This is an optimization exercise on Yosys and OpenROAD, whose aim is small area, a short achievable clock period and few clock cycles per item, not a production implementation.
At most, simulation tests tie the RTL to the original design; equivalence was not proved.
No activity file was given, so power comes from the tool's default toggle rates.

Design laser_sched, start of the top module:
module laser_sched (
   input  logic       CLK,
   input  logic       RST,
   input  logic [3:0] X,
   input  logic [3:0] Y,
   output logic [3:0] C1X,
   output logic [3:0] C1Y,
   output logic [3:0] C2X,
   output logic [3:0] C2Y,
   output logic       DONE
);
   localparam int NPTS = 40;
   function automatic logic gt6(input logic [5:0] a, input logic [5:0] b);
      logic g;
      g = 1'b0;
      for (int k = 0; k < 6; k++) g = (a[k] & ~b[k]) | ((a[k] | ~b[k]) & g);
      gt6 = g;
   endfunction
   function automatic logic ge6(input logic [5:0] a, input logic [5:0] b);
      logic g;
      g = 1'b1;
      for (int k = 0; k < 6; k++) g = (a[k] & ~b[k]) | ((a[k] | ~b[k]) & g);
      ge6 = g;
   endfunction
   function automatic logic ge4(input logic [3:0] a, input logic [3:0] b);
      logic g;
      g = 1'b1;
      for (int k = 0; k < 4; k++) g = (a[k] & ~b[k]) | ((a[k] | ~b[k]) & g);
      ge4 = g;
   endfunction
   logic [7:0]      pts [NPTS];
   logic [NPTS-1:0] u;
   logic            loading;
   logic            pre;
   logic            scanning;    
   logic            bv;          
   logic            done_r;
   logic [5:0]      idx;
   logic [3:0]      row [4];     
   logic [3:0]      brow;        
   logic [4:0]      sra [16];    
   logic [3:0]      srb [16];
  ...
For scale: roughly 0.058 mm^2 of cells after synthesis.
clock: 35.0 ns
lec_check: 0
cap_margin: 20
core_margin: 2
core_utilization: 40
slew_margin: 20
synth_hierarchical: 1
synth_minimum_keep_size: 0
standard.sh (not shown) runs the stock make flow with config.mk's settings and CLKGATE_MAP_FILE= SYNTH_SCRIPT=/design/flow/synth_recipe.tcl, a recipe that flattens the netlist after the stock synthesis.
==> flow/flow/run.sh <==
#!/bin/bash
# Layout flow: the standard synthesis, then the combinational logic is
# re-mapped by ABC with a stronger script (flip-flops, full-adder cells and
# tie cells kept as they are, so every register keeps its name and cell), then
# the standard layout from floorplan to finish.
set -euo pipefail
W=$(pwd)
R=$W/orfs/results/$FLOW_PLATFORM/laser_sched/base
LIB=$FLOW_HOME/platforms/$FLOW_PLATFORM/lib/sky130_fd_sc_hd__tt_025C_1v80.lib

# 1. standard synthesis (writes 1_2_yosys.v and 1_synth.odb)
bash standard.sh synth > $W/log_1_synth.log 2>&1

# 2. re-map the combinational logic
DU=$(grep -o -- "-dont_use [A-Za-z0-9_]*" $W/orfs/logs/$FLOW_PLATFORM/laser_sched/base/1_2_yosys.log | sort -u | tr '\n' ' ')
cp $R/1_2_yosys.v $W/std_1_2_yosys.v
# cells kept as they are: every flip-flop or latch type, full adders, ties
KEEP=$(grep -o 'sky130_fd_sc_hd__[a-z0-9_]*' $W/std_1_2_yosys.v | sort -u | grep -E '__(df|edf|sdf|dl|fa_|conb)' | tr '\n' ' ')
cat > $W/resynth.ys <<EOS
read_liberty -ignore_miss_func $LIB
read_verilog $W/std_1_2_yosys.v
hierarchy -top $FLOW_TOP
blackbox $KEEP
flatten
opt_clean -purge
abc -liberty $LIB -script $W/flow/resynth.abc $DU
opt_clean -purge
setundef -zero
hilomap -singleton -hicell sky130_fd_sc_hd__conb_1 HI -locell sky130_fd_sc_hd__conb_1 LO
insbuf -buf sky130_fd_sc_hd__buf_4 A X
opt_clean -purge
check
stat -liberty $LIB
write_verilog -noattr -nohex -nodec $W/resynth.v
EOS
yosys -l $W/log_2_resynth.log $W/resynth.ys > /dev/null 2>&1

# 3. the re-mapped netlist replaces synthesis's; rebuild 1_synth.odb from it
cp $W/resynth.v $R/1_2_yosys.v
rm -f $R/1_synth.odb $R/1_synth.sdc
bash standard.sh synth > $W/log_3_synth_odb.log 2>&1

# 4. standard layout, floorplan to finish; writes out/final.def. The port
#    buffers are buf_4 cells.
BUFFER_PORTS_ARGS="-buffer_cell sky130_fd_sc_hd__buf_4" bash standard.sh finish > $W/log_4_layout.log 2>&1
==> flow/flow/resynth.abc <==
strash
&get -n
&deepsyn -J 30 -T 300
&put
dch -f
amap
topo
buffer
upsize -D 7000
dnsize -D 7000
The starting point completed without violations.
Next try:
--- a/flow/design.v
+++ b/flow/design.v
@@ -284,14 +284,16 @@
          upd   = upd | gt6(sr[cx], best);
       end
    end
    assign nbest    = upd ? rmax : best;
    assign nidx     = upd ? {brow, rarg} : best_idx;
    assign pm       = {1'b0, prev_b} + {1'b0, prev_u} - {1'b0, ucnt};
    assign scan_end = bv && ((brow == 4'd15) || reach);
+   logic       quick;
+   assign quick    = !which && pass != 4'd1 && !upd && best_idx == c1;
    assign finish   = !which ? (pass != 4'd1 && best_idx == c1)
                             : ((!pm[6] && ge6(pm[5:0], best)) || pass == 4'd8);
    always_ff @(posedge CLK) begin
       pts[0] <= loading ? {Y, X} : pts[NPTS-1];
       u[0]   <= loading ? u_in : pre ? unew[NPTS-1] : u[NPTS-1];
       for (int i = 1; i < NPTS; i++) begin
          pts[i] <= pts[i-1];
@@ -313,15 +315,16 @@
             idx      <= '0;
          end else begin
             idx <= idx + 6'd1;
          end
       end else if (scan_end) begin
          scanning <= 1'b0;
          bv       <= 1'b0;
-         pre      <= 1'b1;
+         if (quick) done_r <= 1'b1;
+         else       pre    <= 1'b1;
       end else if (pre) begin
          pre <= 1'b0;
          if (finish) done_r   <= 1'b1;
          else        scanning <= 1'b1;
       end else if (scanning || bv) begin
          bv <= scanning;
          if (row[0] == 4'd15) scanning <= 1'b0;
After rerunning: The new run completed with no timing, DRC or antenna violations. Setup slack degrades by 27 ps. Die area goes down by 0.35%. Power grows by 5.7%. Register-to-register slack is worse by 50 ps. Hold slack barely changes. Sequential share of layout area stays flat. Wire length drops by 3.0%. Clock skew climbs by 30 ps. Non-clock buffer count decreases by 5.
Testbench counts after the change, summed over its fixed seeds: cycles 6,584, jobs 80.
Only the layout flow was run in the first run of this note; the RTL was not checked for function there.

-- separate check: timing with driven ports --
Ports are ideal in the flow. The routed layouts listed here were re-timed in OpenROAD.
Step 1: set_driving_cell puts a clkbuf_16 on CLK and a buf_2 on each other input, an assumption about the parent block.
Step 2 adds t to the input delays and takes it off the output delays; t is the mean of the earliest and latest rising clock arrival at the registers after step 1. Input paths then give back, and output paths get back, about the clock's delay inside the block.
a / b / c = ideal ports / drivers / drivers and shift; a / b = the first two.
run	t, ns	setup WS [ns]	latest minus earliest clock arrival (ns)	worst register clock-pin slew, ns	pins driven straight from the clock port
the first run	0.786	26.799 / 26.712 / 26.910	0.030 / 0.030	0.08 / 0.08	1
the second run	0.796	26.772 / 26.686 / 26.877	0.060 / 0.060	0.07 / 0.07	1
After both steps setup and hold are still met in every run listed.
